Background: an optimization exercise with open tools, aiming at a short achievable clock period and few clock cycles per item. Do not read the settings as production practice.
For this run, only the layout was checked, not whether the RTL still works.
No activity file was given, so power comes from the tool's default toggle rates.

<file path="design/flow/config.mk">
export PLATFORM = sky130hd
export DESIGN_NAME = tcp_engine
export DESIGN_NICKNAME = tcp_engine
export VERILOG_FILES = /design/flow/design.v
export SDC_FILE = /design/flow/constraint.sdc
export NUM_CORES = 4
export LEC_CHECK = 0
export CAP_MARGIN = 20
export CORE_MARGIN = 2
export CORE_UTILIZATION = 40
export SLEW_MARGIN = 20
</file>
<file path="design/flow/constraint.sdc">
create_clock -name core_clock -period 8.5 [get_ports {clk}]
set_input_delay 1.7000 -clock core_clock [delete_from_list [all_inputs] [get_ports {clk}]]
set_output_delay 1.7000 -clock core_clock [all_outputs]
set_load 0.01 [all_outputs]
</file>
<file path="design/flow/design.v">
`timescale 1ns/1ps
package tcp_pkg;
    localparam int NUM_FLOWS = 4;
    localparam int FLOWID_W  = 2;
    localparam int SEQ_W     = 32;
    localparam int LEN_W     = 16;
    localparam int MAX_SEG   = 64;
    typedef logic [FLOWID_W-1:0]  flowid_t;
    typedef logic [SEQ_W-1:0]     seq_t;
    typedef logic [LEN_W-1:0]     len_t;
    typedef logic [NUM_FLOWS-1:0] flow_mask_t;
    typedef struct packed {
        logic ack;
        logic data;
    } tcp_flags_t;
    typedef struct packed {
        flowid_t flowid;
        seq_t    seq;
        len_t    len;
    } rx_hdr_t;
    typedef struct packed {
        seq_t       seq;
        seq_t       ack;
        tcp_flags_t flags;
    } tcp_hdr_t;
    typedef struct packed {
        flowid_t  flowid;
        tcp_hdr_t hdr;
        len_t     len;
    } send_pkt_t;
    typedef enum logic {
        TX_IDLE,
        TX_SEND
    } tx_state_e;
endpackage
`timescale 1ns/1ps
module tcp_rx #(
     parameter int DEPTH = 4
) (
     input                          clk
    ,input                          rst
    ,input                          rx_hdr_val
    ,input  tcp_pkg::rx_hdr_t       rx_hdr
    ,output logic                   rx_hdr_rdy
    ,input  logic [tcp_pkg::NUM_FLOWS-1:0][31:0] head_seq
    ,output logic [tcp_pkg::NUM_FLOWS-1:0][31:0] exp_seq
    ,output logic                   ack_val
    ,output tcp_pkg::send_pkt_t     ack_pkt
    ,input                          ack_rdy
);
    localparam int PW = $clog2(DEPTH);
    logic               rdy_q;
    logic [PW:0]        occ_q;       
    logic               hdr_xfer;
    logic               h1_val;
    tcp_pkg::rx_hdr_t   h1;
    tcp_pkg::seq_t      sum;
    tcp_pkg::flow_mask_t eq;
    logic               in_order;
    tcp_pkg::seq_t      cur_exp;
    tcp_pkg::flowid_t   fifo_flowid [DEPTH];
    tcp_pkg::seq_t      fifo_seq    [DEPTH];
    tcp_pkg::seq_t      fifo_ack    [DEPTH];
    logic [PW-1:0]      wr_q;
    logic [PW-1:0]      rd_q;
    logic [PW:0]        cnt_q;
    logic               ack_pop;
    assign rx_hdr_rdy = rdy_q;
    assign hdr_xfer   = rx_hdr_val & rdy_q;
    assign ack_pop    = ack_val & ack_rdy;
    always_ff @(posedge clk) begin
        if (rst) begin
            occ_q  <= '0;
            rdy_q  <= 1'b1;
            h1_val <= 1'b0;
        end else begin
            occ_q  <= occ_q + (PW+1)'(hdr_xfer) - (PW+1)'(ack_pop);
            rdy_q  <= (occ_q + (PW+1)'(hdr_xfer) - (PW+1)'(ack_pop)) < (PW+1)'(DEPTH);
            h1_val <= hdr_xfer;
        end
    end
    always_ff @(posedge clk) begin
        h1 <= rx_hdr;
    end
    assign sum = h1.seq + tcp_pkg::seq_t'(h1.len);
    always_comb begin
        for (int i = 0; i < tcp_pkg::NUM_FLOWS; i++) begin
            eq[i] = h1.seq == exp_seq[i];
        end
    end
    assign in_order = eq[h1.flowid];
    assign cur_exp  = exp_seq[h1.flowid];
    always_ff @(posedge clk) begin
        if (rst) begin
            for (int i = 0; i < tcp_pkg::NUM_FLOWS; i++) begin
                exp_seq[i] <= '0;
            end
        end else begin
            for (int i = 0; i < tcp_pkg::NUM_FLOWS; i++) begin
                if (h1_val && h1.flowid == tcp_pkg::flowid_t'(i) && eq[i]) begin
                    exp_seq[i] <= sum;
                end
            end
        end
    end
    always_ff @(posedge clk) begin
        if (rst) begin
            wr_q  <= '0;
            rd_q  <= '0;
            cnt_q <= '0;
        end else begin
            if (h1_val) begin
                wr_q <= wr_q + 1'b1;
            end
            if (ack_pop) begin
                rd_q <= rd_q + 1'b1;
            end
            cnt_q <= cnt_q + (PW+1)'(h1_val) - (PW+1)'(ack_pop);
        end
    end
    always_ff @(posedge clk) begin
        for (int i = 0; i < DEPTH; i++) begin
            if (h1_val && wr_q == PW'(i)) begin
                fifo_flowid[i] <= h1.flowid;
                fifo_seq[i]    <= head_seq[h1.flowid];
                fifo_ack[i]    <= in_order ? sum : cur_exp;
            end
        end
    end
    assign ack_val                = cnt_q != '0;
    assign ack_pkt.flowid         = fifo_flowid[rd_q];
    assign ack_pkt.hdr.seq        = fifo_seq[rd_q];
    assign ack_pkt.hdr.ack        = fifo_ack[rd_q];
    assign ack_pkt.hdr.flags.ack  = 1'b1;
    assign ack_pkt.hdr.flags.data = 1'b0;
    assign ack_pkt.len            = '0;
endmodule
`timescale 1ns/1ps
module tcp_tx #(
     parameter int FLOW = 0
) (
     input                          clk
    ,input                          rst
    ,input                          ap_val
    ,input  tcp_pkg::flowid_t       ap_flowid
    ,input  tcp_pkg::seq_t          ap_delta
    ,input  tcp_pkg::seq_t          exp_seq
    ,output tcp_pkg::seq_t          head_seq
    ,output logic                   seg_val
    ,output tcp_pkg::send_pkt_t     seg_pkt
    ,input                          seg_take
);
    tcp_pkg::seq_t  head_q;
    tcp_pkg::seq_t  avail_q;
    logic           apply;
    logic           full;
    logic           cut;
    logic [6:0]     seg_len;
    logic [6:0]     len_q;
    tcp_pkg::seq_t  seq_q;
    tcp_pkg::seq_t  ack_q;
    assign apply   = ap_val && ap_flowid == tcp_pkg::flowid_t'(FLOW);
    assign full    = avail_q[31:6] != '0;
    assign seg_len = full ? 7'd64 : {1'b0, avail_q[5:0]};
    assign cut     = !apply && avail_q != '0 && (!seg_val || seg_take);
    assign head_seq = head_q;
    always_ff @(posedge clk) begin
        if (rst) begin
            head_q  <= '0;
            avail_q <= '0;
            seg_val <= 1'b0;
        end else begin
            if (apply) begin
                avail_q <= avail_q + ap_delta;
            end else if (cut) begin
                avail_q <= full ? {avail_q[31:6] - 26'd1, avail_q[5:0]} : '0;
                head_q  <= head_q + tcp_pkg::seq_t'(seg_len);
            end
            if (cut) begin
                seg_val <= 1'b1;
            end else if (seg_take) begin
                seg_val <= 1'b0;
            end
        end
    end
    always_ff @(posedge clk) begin
        if (cut) begin
            seq_q <= head_q;
            len_q <= seg_len;
            ack_q <= exp_seq;
        end
    end
    assign seg_pkt.flowid         = tcp_pkg::flowid_t'(FLOW);
    assign seg_pkt.hdr.seq        = seq_q;
    assign seg_pkt.hdr.ack        = ack_q;
    assign seg_pkt.hdr.flags.ack  = 1'b1;
    assign seg_pkt.hdr.flags.data = 1'b1;
    assign seg_pkt.len            = tcp_pkg::len_t'(len_q);
endmodule
`timescale 1ns/1ps
module flow_state_regs (
     input                          clk
    ,input                          rst
    ,input                          tail_wr_val
    ,input  tcp_pkg::flowid_t       tail_wr_flowid
    ,input  tcp_pkg::seq_t          tail_wr_ptr
    ,output logic                   ap_val
    ,output tcp_pkg::flowid_t       ap_flowid
    ,output tcp_pkg::seq_t          ap_delta
);
    logic             tw_val;
    tcp_pkg::flowid_t tw_flowid;
    tcp_pkg::seq_t    tw_ptr;
    tcp_pkg::seq_t    tail_q [tcp_pkg::NUM_FLOWS];
    always_ff @(posedge clk) begin
        tw_flowid <= tail_wr_flowid;
        tw_ptr    <= tail_wr_ptr;
        ap_flowid <= tw_flowid;
        ap_delta  <= tw_ptr - tail_q[tw_flowid];
    end
    always_ff @(posedge clk) begin
        if (rst) begin
            tw_val <= 1'b0;
            ap_val <= 1'b0;
            for (int i = 0; i < tcp_pkg::NUM_FLOWS; i++) begin
                tail_q[i] <= '0;
            end
        end else begin
            tw_val <= tail_wr_val;
            ap_val <= tw_val;
            if (tw_val) begin
                tail_q[tw_flowid] <= tw_ptr;
            end
        end
    end
endmodule
`timescale 1ns/1ps
module rr_sched (
     input                          clk
    ,input                          rst
    ,input                          push_rdy
    ,input                          ack_val
    ,input  tcp_pkg::send_pkt_t     ack_pkt
    ,output logic                   ack_rdy
    ,input  tcp_pkg::flow_mask_t    seg_val
    ,input  logic [tcp_pkg::NUM_FLOWS-1:0][83:0] seg_pkt
    ,output tcp_pkg::flow_mask_t    seg_take
    ,output logic                   push_val
    ,output tcp_pkg::send_pkt_t     push_pkt
);
    tcp_pkg::flowid_t last_q;
    tcp_pkg::flowid_t cand;
    tcp_pkg::flowid_t pick_flowid;
    logic             pick_val;
    always_comb begin
        pick_val    = 1'b0;
        pick_flowid = last_q;
        cand        = last_q;
        for (int i = 1; i <= tcp_pkg::NUM_FLOWS; i++) begin
            cand = last_q + tcp_pkg::flowid_t'(i);
            if (!pick_val && seg_val[cand]) begin
                pick_val    = 1'b1;
                pick_flowid = cand;
            end
        end
    end
    assign ack_rdy  = push_rdy;
    assign push_val = push_rdy & (ack_val | pick_val);
    assign push_pkt = ack_val ? ack_pkt : seg_pkt[pick_flowid];
    always_comb begin
        for (int i = 0; i < tcp_pkg::NUM_FLOWS; i++) begin
            seg_take[i] = push_rdy && !ack_val && pick_val
                       && pick_flowid == tcp_pkg::flowid_t'(i);
        end
    end
    always_ff @(posedge clk) begin
        if (rst) begin
            last_q <= '1;
        end else if (push_rdy && !ack_val && pick_val) begin
            last_q <= pick_flowid;
        end
    end
endmodule
`timescale 1ns/1ps
module send_pkt_mux (
     input                          clk
    ,input                          rst
    ,input                          push_val
    ,input  tcp_pkg::send_pkt_t     push_pkt
    ,output logic                   push_rdy
    ,output logic                   tx_pkt_val
    ,output tcp_pkg::send_pkt_t     tx_pkt
    ,input                          tx_pkt_rdy
);
    tcp_pkg::send_pkt_t q_pkt [2];
    logic               wr_q;
    logic               rd_q;
    logic [1:0]         cnt_q;
    logic               out_free;
    logic               q_nonempty;
    logic               bypass;
    logic               pop;
    assign push_rdy   = cnt_q != 2'd2;
    assign out_free   = ~tx_pkt_val | tx_pkt_rdy;
    assign q_nonempty = cnt_q != 2'd0;
    assign pop        = out_free & q_nonempty;
    assign bypass     = out_free & ~q_nonempty & push_val;
    always_ff @(posedge clk) begin
        if (rst) begin
            tx_pkt_val <= 1'b0;
            wr_q       <= 1'b0;
            rd_q       <= 1'b0;
            cnt_q      <= 2'd0;
        end else begin
            if (out_free) begin
                tx_pkt_val <= q_nonempty | push_val;
            end
            if (push_val && !bypass) begin
                wr_q <= ~wr_q;
            end
            if (pop) begin
                rd_q <= ~rd_q;
            end
            cnt_q <= cnt_q + 2'(push_val & ~bypass) - 2'(pop);
        end
    end
    always_ff @(posedge clk) begin
        if (push_val) begin
            q_pkt[wr_q] <= push_pkt;
        end
    end
    always_ff @(posedge clk) begin
        if (out_free) begin
            tx_pkt <= q_nonempty ? q_pkt[rd_q] : push_pkt;
        end
    end
endmodule
`timescale 1ns/1ps
module tcp_engine (
     input                          clk
    ,input                          rst
    ,input                          rx_hdr_val
    ,input  logic [49:0]            rx_hdr       
    ,output logic                   rx_hdr_rdy
    ,input                          tail_wr_val
    ,input  logic [1:0]             tail_wr_flowid
    ,input  logic [31:0]            tail_wr_ptr
    ,output logic                   tx_pkt_val
    ,output logic [83:0]            tx_pkt       
    ,input                          tx_pkt_rdy
);
    tcp_pkg::rx_hdr_t       rx_hdr_s;
    tcp_pkg::send_pkt_t     tx_pkt_s;
    assign rx_hdr_s = rx_hdr;
    assign tx_pkt   = tx_pkt_s;
    logic [tcp_pkg::NUM_FLOWS-1:0][31:0] exp_seq;
    logic [tcp_pkg::NUM_FLOWS-1:0][31:0] head_seq;
    logic                   ap_val;
    tcp_pkg::flowid_t       ap_flowid;
    tcp_pkg::seq_t          ap_delta;
    logic                   ack_val;
    tcp_pkg::send_pkt_t     ack_pkt;
    logic                   ack_rdy;
    tcp_pkg::flow_mask_t    seg_val;
    logic [tcp_pkg::NUM_FLOWS-1:0][83:0] seg_pkt;
    tcp_pkg::flow_mask_t    seg_take;
    logic                   push_rdy;
    logic                   push_val;
    tcp_pkg::send_pkt_t     push_pkt;
    tcp_rx rx_engine (
         .clk           (clk            )
        ,.rst           (rst            )
        ,.rx_hdr_val    (rx_hdr_val     )
        ,.rx_hdr        (rx_hdr_s       )
        ,.rx_hdr_rdy    (rx_hdr_rdy     )
        ,.head_seq      (head_seq       )
        ,.exp_seq       (exp_seq        )
        ,.ack_val       (ack_val        )
        ,.ack_pkt       (ack_pkt        )
        ,.ack_rdy       (ack_rdy        )
    );
    flow_state_regs flow_regs (
         .clk               (clk                )
        ,.rst               (rst                )
        ,.tail_wr_val       (tail_wr_val        )
        ,.tail_wr_flowid    (tail_wr_flowid     )
        ,.tail_wr_ptr       (tail_wr_ptr        )
        ,.ap_val            (ap_val             )
        ,.ap_flowid         (ap_flowid          )
        ,.ap_delta          (ap_delta           )
    );
    for (genvar i = 0; i < tcp_pkg::NUM_FLOWS; i++) begin : g_flow
        tcp_tx #(.FLOW(i)) tx_engine (
             .clk           (clk                )
            ,.rst           (rst                )
            ,.ap_val        (ap_val             )
            ,.ap_flowid     (ap_flowid          )
            ,.ap_delta      (ap_delta           )
            ,.exp_seq       (exp_seq[i]         )
            ,.head_seq      (head_seq[i]        )
            ,.seg_val       (seg_val[i]         )
            ,.seg_pkt       (seg_pkt[i]         )
            ,.seg_take      (seg_take[i]        )
        );
    end
    rr_sched tx_scheduler (
         .clk           (clk            )
        ,.rst           (rst            )
        ,.push_rdy      (push_rdy       )
        ,.ack_val       (ack_val        )
        ,.ack_pkt       (ack_pkt        )
        ,.ack_rdy       (ack_rdy        )
        ,.seg_val       (seg_val        )
        ,.seg_pkt       (seg_pkt        )
        ,.seg_take      (seg_take       )
        ,.push_val      (push_val       )
        ,.push_pkt      (push_pkt       )
    );
    send_pkt_mux tx_mux (
         .clk           (clk            )
        ,.rst           (rst            )
        ,.push_val      (push_val       )
        ,.push_pkt      (push_pkt       )
        ,.push_rdy      (push_rdy       )
        ,.tx_pkt_val    (tx_pkt_val     )
        ,.tx_pkt        (tx_pkt_s       )
        ,.tx_pkt_rdy    (tx_pkt_rdy     )
    );
endmodule
</file>
<file path="design/flow/run.sh">
#!/bin/bash
# synth_recipe.tcl (not shown) runs the flow's synth.tcl, then flattens the netlist and writes it again
# the make line also repeats each setting of config.mk as NAME=value (left out here)
make -C /OpenROAD-flow-scripts/flow DESIGN_CONFIG=/design/flow/config.mk WORK_HOME=/design/flow/orfs CLKGATE_MAP_FILE= SYNTH_SCRIPT=/design/flow/synth_recipe.tcl finish
</file>
==> impl_metrics.json <==
{
  "status": "complete, no violations",
  "clkSinkCount": 1280,
  "crit_path_end_kind": "flop",
  "worst_pin_slew_ns": 1.12,
  "hold_end": "g_flow[1].tx_engine.seq_q[31]",
  "synth_simple_gate_area_share_pct": 16.1,
  "max_cap_viol_count": 0,
  "crit_type": "reg2reg",
  "cts.clk_slew.worst_paths_ns": 0.06,
  "synth-adder-area-share_pct": 4.80,
  "rows": 145,
  "dp.final_hpwl_um": 123000,
  "antenna_found_initial": 2,
  "finalMaxSlewViolations": 0,
  "synth_cell_type_count": 93,
  "peakVddDrop_v": 0.000271,
  "drive_gt1_share_pct": 7.85,
  "r2r_cells": 17,
  "dpl-instance-area_um2": 66300,
  "power_leakage_nw": 26.2,
  "synth-seq-cells": 1280,
  "cp_num_buf_inv": 2,
  "dr.pass1.iters": 7,
  "post_synth_mux_area_share_pct": 5.24,
  "synth_compound_area_share_pct": 12.6,
  "grt_pass1_wl_um": 281000,
  "clk_path_buf_depth": 3,
  "cts_setup_buffers": 0,
  "gp_congestion": 0.905,
  "io_buffers": 165,
  "min_path_type": "reg2reg",
  "die_area_um2": 160000,
  "rrSetupSlack_ns": 3.85,
  "syn_inst": 5916,
  "nets": 6302,
  "rsz0062_at_grt": "false",
  "async_reset_ff_share_pct": 0,
  "drt_iter0_drc": 4586,
  "post_cts_resized": 0,
  "synth_top_flop_cell": "edfxtp_1",
  "fillCellCount": 14500,
  "via_per_inst": 5.75,
  "ctsHoldBuffers": 0,
  "gr-total-overflow": 0,
  "critPathTopFamily": "simple AND/OR/NAND/NOR gates",
  "hold_path_depth": 0,
  "min_period_ns": 4.65,
  "drc": 0,
  "startpoint_type": "flop",
  "die_y_um": 400,
  "fin_ws_ns": 3.85,
  "routed_wl_um": 185000,
  "slew_headroom_pct": 24.3,
  "synth_seq_area_share_pct": 53.0,
  "cp_max_fo": 13,
  "core_um2": 156000,
  "start_util_pct": 40.2,
  "p_per_area_nw_per_um2": 362,
  "synth_edf_count": 753,
  "cp.arrival_ns": 5.29,
  "skew_ns": 0.0665,
  "grt_use_total_pct": 22.9,
  "ioPinCount": 175,
  "htree_levels": 4,
  "clockRootBuffer": "clkbuf_16",
  "ant_nets": 0,
  "grt_max_degree": 90,
  "period_share_pct": 54.8,
  "yosysWarnings": 11,
  "r2r-start": "g_flow[3].tx_engine.avail_q[11]",
  "syn-cell-area_um2": 62600,
  "synth_top_family_by_area": "simple AND/OR/NAND/NOR gates",
  "min_from": "g_flow[1].tx_engine.head_q[31]",
  "crit_required_ns": 9.14,
  "vias": 46900,
  "synth_xor_area_share_pct": 5.34,
  "area_growth_pct": 13.6,
  "syn_area_per_cell_um2": 10.6,
  "detail_route.wl_per_cell_um": 22.7,
  "critical-path-slowest-cell": "o2111ai_1",
  "n_antenna_cell": 0,
  "finalSetupTns_ns": 0,
  "slowest_delay_ns": 0.51,
  "cp_cell_sequence": "nor3_1 > nand4_1 > nor2_1 > buf_4 > and2_1 > ha_1 > inv_1 > fa_1 > nor2b_1 > o21ai_0 > a21boi_0 > o21ai_0 > a21oi_1 > o2111ai_1 > nor3_1 > xnor2_1 > nor2_1",
  "max_freq_ghz": 0.215,
  "finalHoldViolCount": 0,
  "fin_area_um2": 71100,
  "numCtsBuffers": 143,
  "clk_latency_ns": 0.80,
  "worstReg2RegEnd": "g_flow[3].tx_engine.head_q[22]",
  "cts_tree": "yes",
  "setup_viol": 0,
  "die_x_um": 400,
  "post-place-ws_ns": 3.88,
  "grt_pass1_vias": 45200
}
## registers in the layout, indices dropped and copies added, names as in the netlist, 32 cells and up, named ones only
register / cells
tx_mux.tx_pkt: 75
flow_regs.tw_ptr: 32
rx_engine.fifo_ack: 128
flow_regs.tail_q: 128
g_flow.tx_engine.seq_q: 128
rx_engine.fifo_seq: 128
g_flow.tx_engine.avail_q: 128
g_flow.tx_engine.head_q: 128
g_flow.tx_engine.ack_q: 128
rx_engine.exp_seq: 128
rx_engine.h1: 50
flow_regs.ap_delta: 32
## worst register-to-register path, stage by stage (launching register included)
cell	delay (ns)
dfxtp_1	0.35
nor3_1	0.49
nand4_1	0.37
nor2_1	0.18
buf_4	0.21
and2_1	0.18
ha_1	0.17
inv_1	0.06
fa_1	0.40
nor2b_1	0.12
o21ai_0	0.12
a21boi_0	0.30
o21ai_0	0.16
a21oi_1	0.32
o2111ai_1	0.51
nor3_1	0.40
xnor2_1	0.16
nor2_1	0.05
## stage by stage
stage          total power [mW]  cells  hold slack (ns)  util (%)
3_3_place_gp               19.2   7892            0.473      42.5
3_5_place_dp               19.4   7893            0.467      42.5
2_1_floorplan              15.8   5924            0.342         -
4_1_cts                    25.7   8159            0.490      45.6
5_1_grt                    27.2   8159            0.512      45.6
6_report                   25.7   8159            0.496      45.6
## where the power goes
| group | switching (mW) | internal, mW | total (mW) |
|---|---|---|---|
| clock network | 2.68 | 3.65 | 6.33 |
| registers | 0.934 | 8.18 | 9.12 |
| logic | 6.86 | 3.41 | 10.3 |
## synthesized netlist by cell type (16+ instances only)
cell type	n	area [um^2]
a31oi_1	25	156
edfxtp_1	753	22600
o31ai_1	18	135
o21bai_1	28	210
or3_1	34	213
a211oi_1	82	616
o22ai_1	23	144
xor2_1	157	1380
nor4_1	79	494
o21a_1	38	285
a22oi_1	46	345
clkbuf_1	269	1010
nand2_1	711	2670
nor3_1	105	526
nor2b_1	38	238
nand4_1	60	375
inv_1	146	548
a21oi_1	363	1820
dfxtp_1	527	10600
xnor2_1	225	1970
a21o_1	78	586
nor3b_1	20	150
nand3_1	287	1440
ha_1	221	2770
mux2_2	22	248
a221oi_1	18	158
nor4b_1	16	140
buf_1	25	93.8
a222oi_1	68	681
o21ai_0	293	1470
nand2b_1	25	156
nor2_1	454	1700
and2_1	172	1080
o211ai_1	20	150
mux2i_1	87	871
mux4_2	96	2160
and3_1	50	313
## final cells by class
class | instances | area (um^2) | area share [%]
multi-input cells | 4171 | 27800 | 39.0
repair buffers | 234 | 2180 | 3.06
clock buffers | 198 | 4080 | 5.73
inverters | 150 | 574 | 0.807
well taps | 2058 | 2570 | 3.62
flip-flops and latches | 1280 | 33200 | 46.6
clock inverters | 68 | 800 | 1.12
## routing by layer
layer,part of all wire [%],global-route usage (%),wire (um)
met1,43,30.6,79100
met3,6.5,3.23,12100
met2,47,37.9,87500
met4,3.4,8.10,6370
met5,0.0070,0,13
## how the worst max path moves through the flow
stage | start | end | slack (ns) | cells past startpoint
after floorplan | rx_engine.cnt_q[1] | g_flow[2].tx_engine.avail_q[9] | 4.06 | 10
final | g_flow[3].tx_engine.avail_q[11] | g_flow[3].tx_engine.head_q[22] | 3.85 | 17
after CTS | g_flow[3].tx_engine.seg_val | g_flow[3].tx_engine.ack_q[19] | 3.90 | 9
after global routing | g_flow[3].tx_engine.avail_q[11] | g_flow[3].tx_engine.head_q[22] | 3.46 | 17
after detailed placement | g_flow[3].tx_engine.seg_val | g_flow[3].tx_engine.ack_q[30] | 3.88 | 9
after global placement | g_flow[3].tx_engine.seg_val | g_flow[3].tx_engine.ack_q[30] | 4.02 | 9
## cell usage in the layout, fill, tap and decap left out, types with 96 or more instances in the layout
master	count
clkbuf_16	151
xor2_1	157
dfxtp_1	523
inv_1	144
mux4_2	96
and2_1	168
clkdlybuf4s50_1	164
nor3_1	104
xnor2_1	225
nand3_1	287
o21ai_0	291
ha_1	217
a21oi_1	363
nor2_1	453
edfxtp_1	753
nand2_1	711
## kinds of logic (layout without fill, tap and decap cells)
group | after synthesis | count (layout)
simple gates | 2117 | 2117
xor+xnor | 382 | 382
compound gates | 1225 | 1225
flops | 1280 | 1280
buf+inv | 473 | 650
other cells | 1 | 9
mux | 205 | 205
fa+ha+maj | 233 | 233

[static timing again, ports no longer ideal]
The flow's constraints put no driver on any port. The routed layout listed below was extracted and timed again, unchanged, in two steps. Step 1: set_driving_cell puts a clkbuf_16 on clk and a buf_2 on each other input, an assumption about the parent block. Step 2, shift: input delay + t, output delay - t, t = (earliest + latest rising clock arrival at the registers) / 2. This alone moves slack from input paths to output paths. Slacks: ideal ports / drivers / drivers and shift; pairs: ideal ports / drivers.
t, ns: 0.843
setup slack, ns: 3.845 / 3.845 / 3.845
worst hold slack (ns): 0.496 / 0.496 / 0.496
worst register clock-pin slew, ns: 0.07 / 0.07
After both steps this run still meets setup and hold. The setup slack of this run moves by 0.000 ns with the drivers and by 0.000 ns with both steps.
